Background: an optimization exercise with open tools, aiming at small area. Do not read the settings as production practice.
Where RTL was checked, it was by simulation tests only, not by an equivalence proof against the original.
Power figures rest on the tool's default switching activity, not on a simulated workload.

## smpq_top
module smpq_top (
	input  logic        clk,
	input  logic        arst_n,
	input  logic        start,
	input  logic [1:0]  cmd_op,
	input  logic [31:0] cmd_value,
	output logic        busy,
	output logic        done,
	output logic [31:0] rsp_head,
	output logic [1:0]  rsp_status,
	output logic        rsp_empty,
	output logic [4:0]  rsp_count
);
For scale: about 530 flip-flops, about 12000 um^2 of cells after synthesis.
==> flow/config.mk <==
export PLATFORM = sky130hd
export DESIGN_NAME = smpq_top
export DESIGN_NICKNAME = smpq_top
export VERILOG_FILES = /design/flow/design.v
export SDC_FILE = /design/flow/constraint.sdc
export NUM_CORES = 4
export LEC_CHECK = 0
export CAP_MARGIN = 20
export CORE_MARGIN = 2
export CORE_UTILIZATION = 85
export CTS_BUF_LIST = sky130_fd_sc_hd__clkbuf_4
export CTS_CLUSTER_DIAMETER = 50
export CTS_CLUSTER_SIZE = 10
export PLACE_DENSITY = 0.95
export SLEW_MARGIN = 20
export SYNTH_HIERARCHICAL = 1
==> flow/constraint.sdc <==
create_clock -name core_clock -period 5.0 [get_ports {clk}]
set_input_delay 1.0000 -clock core_clock [delete_from_list [all_inputs] [get_ports {clk}]]
set_output_delay 1.0000 -clock core_clock [all_outputs]
set_load 0.01 [all_outputs]
standard.sh (not shown) runs the stock make flow with config.mk's settings and CLKGATE_MAP_FILE= SYNTH_SCRIPT=/design/flow/synth_recipe.tcl, a recipe that flattens the netlist after the stock synthesis.
==> flow/flow/run.sh <==
#!/bin/bash
# The standard layout, with each port's buffer made of the smallest buffer cell,
# a clock tree without dummy loads.
export BUFFER_PORTS_ARGS="-buffer_cell sky130_fd_sc_hd__buf_1"
export CTS_ARGS="-sink_clustering_enable -repair_clock_nets -sink_clustering_size 12 -sink_clustering_max_diameter 40 -buf_list sky130_fd_sc_hd__clkbuf_4 -dont_use_dummy_load"
bash standard.sh > standard.log 2>&1
The first run aborted during detailed placement (3_5_place_dp).
Rerun with:
==> flow/flow/run.sh (replaced) <==
#!/bin/bash
# The standard layout, with each port's buffer made of the smallest buffer cell,
# a clock tree without dummy loads.
export BUFFER_PORTS_ARGS="-buffer_cell sky130_fd_sc_hd__buf_1"
export CTS_ARGS="-sink_clustering_enable -repair_clock_nets -sink_clustering_size 11 -sink_clustering_max_diameter 35 -buf_list sky130_fd_sc_hd__clkbuf_4 -dont_use_dummy_load"
bash standard.sh > standard.log 2>&1
Settings changed: CORE_UTILIZATION 85 to 70, CTS_CLUSTER_DIAMETER 50 to 35, CTS_CLUSTER_SIZE 10 to 11, PLACE_DENSITY 0.95 to 0.85.
=>
- With this change the flow ran to the end with no violations
- synthesized cell count does not change
- synthesized area is unchanged
Rerun with:
==> flow/flow/run.sh (replaced) <==
#!/bin/bash
# The standard layout, with each port's buffer made of the smallest buffer cell,
# a clock tree without dummy loads.
export BUFFER_PORTS_ARGS="-buffer_cell sky130_fd_sc_hd__buf_1"
export CTS_ARGS="-sink_clustering_enable -repair_clock_nets -sink_clustering_size 10 -sink_clustering_max_diameter 50 -buf_list sky130_fd_sc_hd__clkbuf_4 -dont_use_dummy_load"
bash standard.sh > standard.log 2>&1
Settings changed: CTS_CLUSTER_DIAMETER 35 to 50, CTS_CLUSTER_SIZE 11 to 10.
Sequential share of layout area goes down by 0.14 points.
Worst setup slack improved by 0.0072 ns.
Cell count is about the same.
Routed wire length goes up by 0.55%.
Final area stays flat.
Total power goes up by 0.54%.
Rerun with:
==> flow/flow/run.sh (replaced) <==
#!/bin/bash
# The standard layout, with each port's buffer made of the smallest buffer cell,
# a clock tree without dummy loads.
export BUFFER_PORTS_ARGS="-buffer_cell sky130_fd_sc_hd__buf_1"
export CTS_ARGS="-sink_clustering_enable -repair_clock_nets -sink_clustering_size 11 -sink_clustering_max_diameter 35 -buf_list sky130_fd_sc_hd__clkbuf_4 -dont_use_dummy_load"
bash standard.sh > standard.log 2>&1
Settings changed: CAP_MARGIN 20 to 0, CTS_CLUSTER_DIAMETER 50 to 35, CTS_CLUSTER_SIZE 10 to 11, SLEW_MARGIN 20 to 0.
What happened:
- clock power barely changes
- sequential cell count is unchanged
- non-clock buffer count stays the same
- routed wire length is lower by 0.55%
- worst setup slack got worse by 0.0072 ns
- via count drops by 1.4%
- total power is lower by 0.54%
- sequential power is about the same
- final area barely changes
- fmax is about the same

---

== the previous run ==
smpq_top, a different RTL version from the one above (not shown whole).
Size: roughly 530 flip-flops, ~79 I/O pins, ~12000 um2 of cells after synthesis.
==> flow/config.mk <==
export PLATFORM = sky130hd
export DESIGN_NAME = smpq_top
export DESIGN_NICKNAME = smpq_top
export VERILOG_FILES = /design/flow/design.v
export SDC_FILE = /design/flow/constraint.sdc
export NUM_CORES = 4
export LEC_CHECK = 0
export CAP_MARGIN = 20
export CORE_MARGIN = 2
export CORE_UTILIZATION = 70
export CTS_BUF_LIST = sky130_fd_sc_hd__clkbuf_4
export CTS_CLUSTER_DIAMETER = 50
export CTS_CLUSTER_SIZE = 10
export GPL_TIMING_DRIVEN = 0
export PLACE_DENSITY = 0.85
export SLEW_MARGIN = 20
export SYNTH_HIERARCHICAL = 1
==> flow/constraint.sdc <==
create_clock -name core_clock -period 5.0 [get_ports {clk}]
set_input_delay 1.0000 -clock core_clock [delete_from_list [all_inputs] [get_ports {clk}]]
set_output_delay 1.0000 -clock core_clock [all_outputs]
set_load 0.01 [all_outputs]
==> flow/flow/run.sh <==
#!/bin/bash
# The standard layout, with each port's buffer made of the smallest buffer cell
# and a clock tree without dummy loads.
export BUFFER_PORTS_ARGS="-buffer_cell sky130_fd_sc_hd__buf_1"
export CTS_ARGS="-sink_clustering_enable -repair_clock_nets -sink_clustering_size 10 -sink_clustering_max_diameter 50 -buf_list sky130_fd_sc_hd__clkbuf_4 -dont_use_dummy_load"
bash standard.sh > standard.log 2>&1
The inputs of the current run differ from those of the previous run as listed below.
# the previous run
export LEC_CHECK = 0
export CAP_MARGIN = 20
export CORE_MARGIN = 2
export CORE_UTILIZATION = 70
export CTS_BUF_LIST = sky130_fd_sc_hd__clkbuf_4
export CTS_CLUSTER_DIAMETER = 50
export CTS_CLUSTER_SIZE = 10
export GPL_TIMING_DRIVEN = 0
export PLACE_DENSITY = 0.85
export SLEW_MARGIN = 20
export SYNTH_HIERARCHICAL = 1
create_clock -name core_clock -period 5.0 [get_ports {clk}]
# the current run
export LEC_CHECK = 0
export CAP_MARGIN = 20
export CORE_MARGIN = 2
export CORE_UTILIZATION = 70
export CTS_BUF_LIST = sky130_fd_sc_hd__clkbuf_8
export CTS_CLUSTER_DIAMETER = 60
export CTS_CLUSTER_SIZE = 20
export PLACE_DENSITY = 0.85
export SLEW_MARGIN = 20
export SYNTH_HIERARCHICAL = 1
create_clock -name core_clock -period 5.0 [get_ports {clk}]
==> flow/flow/run.sh <==
#!/bin/bash
# The standard layout, with each port's buffer made of the smallest buffer cell.
export BUFFER_PORTS_ARGS="-buffer_cell sky130_fd_sc_hd__buf_1"
bash standard.sh > standard.log 2>&1
Notes after the runs:
- [compare] base=the previous run new=the current run: clock buffer count in the final layout lost about 50%, all-layer global routing usage rose by 1.2 points, post-detailed-placement cell area lower, remaining max-slew budget at the tightest pin increased 2.8 points.
- Number of H-tree levels in the current run is 1 below the previous run.
- Synthesis-to-finish area growth is higher on the previous run
- Higher combinational power goes to the previous run over the current run.
- The current run vs the previous run: met2 demand-to-capacity share in global routing up
Function was not checked in any run of this note: the RTL went through the layout flow alone.

---

Another version of the RTL of smpq_top (not shown whole).
For scale: ~79 I/O pins, roughly 12000 sq um of cells after synthesis.
==> flow/config.mk <==
export PLATFORM = sky130hd
export DESIGN_NAME = smpq_top
export DESIGN_NICKNAME = smpq_top
export VERILOG_FILES = /design/flow/design.v
export SDC_FILE = /design/flow/constraint.sdc
export NUM_CORES = 4
export LEC_CHECK = 0
export CAP_MARGIN = 20
export CORE_MARGIN = 2
export CORE_UTILIZATION = 70
export CTS_BUF_LIST = sky130_fd_sc_hd__clkbuf_4
export CTS_CLUSTER_DIAMETER = 50
export CTS_CLUSTER_SIZE = 10
export PLACE_DENSITY = 0.85
export SLEW_MARGIN = 20
export SYNTH_HIERARCHICAL = 1
==> flow/constraint.sdc <==
create_clock -name core_clock -period 5.0 [get_ports {clk}]
set_input_delay 1.0000 -clock core_clock [delete_from_list [all_inputs] [get_ports {clk}]]
set_output_delay 1.0000 -clock core_clock [all_outputs]
set_load 0.01 [all_outputs]
==> flow/flow/run.sh <==
#!/bin/bash
# The standard layout, with each port's buffer made of the smallest buffer cell,
# a clock tree without dummy loads.
export BUFFER_PORTS_ARGS="-buffer_cell sky130_fd_sc_hd__buf_1"
export CTS_ARGS="-sink_clustering_enable -repair_clock_nets -sink_clustering_size 11 -sink_clustering_max_diameter 35 -buf_list sky130_fd_sc_hd__clkbuf_4 -dont_use_dummy_load"
bash standard.sh > standard.log 2>&1
Edit:
==> flow/flow/run.sh (replaced) <==
#!/bin/bash
# The standard layout, with each port's buffer made of the smallest buffer cell,
# a clock tree without dummy loads.
export BUFFER_PORTS_ARGS="-buffer_cell sky130_fd_sc_hd__buf_1"
export CTS_ARGS="-sink_clustering_enable -repair_clock_nets -sink_clustering_size 18 -sink_clustering_max_diameter 40 -buf_list sky130_fd_sc_hd__clkbuf_8 -dont_use_dummy_load"
bash standard.sh > standard.log 2>&1
The changed run completed without violations.
Via count is lower slightly.
Die area does not change.
Worst setup slack gets worse by 130 ps.
Clock skew is lower by 4.9 ps.
Cell count is lower slightly.
Register-to-register slack stays flat.
Non-clock buffer count stays the same.
Worst hold slack gets worse by 36 ps.
Sequential share of layout area is lower by 0.75 points.
Edit:
==> flow/flow/run.sh (replaced) <==
#!/bin/bash
# The standard layout, with each port's buffer made of the smallest buffer cell,
# a clock tree without dummy loads.
export BUFFER_PORTS_ARGS="-buffer_cell sky130_fd_sc_hd__buf_1"
export CTS_ARGS='-sink_clustering_enable -repair_clock_nets -sink_clustering_size 10 -sink_clustering_max_diameter 50 -buf_list {sky130_fd_sc_hd__clkbuf_2 sky130_fd_sc_hd__clkbuf_4 sky130_fd_sc_hd__clkbuf_8} -dont_use_dummy_load'
bash standard.sh > standard.log 2>&1
The changed run finished with timing, DRC and antenna clean.
Synthesized cell count is unchanged.
Power is higher by 5.6%.
Final area is higher by about 2%.
Edit:
==> flow/flow/run.sh (replaced) <==
#!/bin/bash
# The standard layout, with each port's buffer made of the smallest buffer cell,
# a clock tree without dummy loads.
export BUFFER_PORTS_ARGS="-buffer_cell sky130_fd_sc_hd__buf_1"
export CTS_ARGS="-sink_clustering_enable -repair_clock_nets -sink_clustering_size 11 -sink_clustering_max_diameter 50 -buf_list sky130_fd_sc_hd__clkbuf_4 -dont_use_dummy_load"
bash standard.sh > standard.log 2>&1
Power shrinks by a little under a tenth; flip-flop and latch count does not change; first-iteration DRC count shrinks by a little under a tenth; clock power shrinks by a quarter to a third; register-to-register slack gains 90 ps; cell area shrinks by a few percent; setup slack gains 190 ps; via count shrinks slightly; worst hold slack loses 53 ps; wire length shrinks by a few percent; cell count is about the same.
Edit:
==> flow/flow/run.sh (replaced) <==
#!/bin/bash
# The standard layout, with each port's buffer made of the smallest buffer cell,
# a clock tree without dummy loads.
export BUFFER_PORTS_ARGS="-buffer_cell sky130_fd_sc_hd__buf_1"
export CTS_ARGS="-sink_clustering_enable -repair_clock_nets -sink_clustering_size 10 -sink_clustering_max_diameter 50 -buf_list sky130_fd_sc_hd__clkbuf_4 -dont_use_dummy_load"
bash standard.sh > standard.log 2>&1
After rerunning: Synthesized area does not change; worst hold slack improves by 60 ps; total power rises by 0.60%; wire length rose by 1.0%; cell area is about the same; sequential power barely changes; sequential share of layout area fell by 0.19 points; core utilization grows by 0.18 points; global-route usage climbs by 0.29 points; setup slack loses 6.9 ps.

separate check: timing with driven ports:
How much do the figures lean on ideal ports? The routed layouts below were timed once more, with nothing changed but the port constraints.
Step 1 sets driving cells, clkbuf_16 on the clock port and buf_2 on the other inputs (assumed; they add their load-dependent delay and slew).
Step 2 times the ports against the registers' clock, not the clock port: input delays grow and output delays shrink by t, the midpoint of the rising clock arrivals with the driver on.
Slacks: ideal / step 1 / step 2; pairs: ideal / step 1.
run | t (ns) | setup slack, ns | latest minus earliest clock arrival (ns) | pins driven straight from the clock port
the second run of note 1 | 0.697 | 0.670 / 0.687 / -0.010 | 0.044 / 0.044 | 1
the third run of note 1 | 0.696 | 0.677 / 0.697 / 0.001 | 0.071 / 0.071 | 1
the fourth run of note 1 | 0.697 | 0.670 / 0.687 / -0.010 | 0.044 / 0.044 | 1
the previous run | 0.689 | 0.694 / 0.707 / 0.018 | 0.068 / 0.068 | 1
the current run | 0.625 | 1.027 / 1.029 / 0.404 | 0.023 / 0.023 | 1
the first run of note 3 | 0.688 | 0.683 / 0.690 / 0.002 | 0.056 / 0.057 | 1
the second run of note 3 | 0.540 | 0.552 / 0.550 / 0.009 | 0.073 / 0.073 | 1
the third run of note 3 | 0.596 | 0.489 / 0.503 / -0.093 | 0.022 / 0.022 | 1
the fourth run of note 3 | 0.678 | 0.676 / 0.692 / 0.013 | 0.067 / 0.067 | 1
the fifth run of note 3 | 0.693 | 0.669 / 0.681 / -0.012 | 0.037 / 0.036 | 1
Met with ideal ports but missed after step 2: setup timing in the second run of note 1, the fourth run of note 1, the third run of note 3 and the fifth run of note 3.
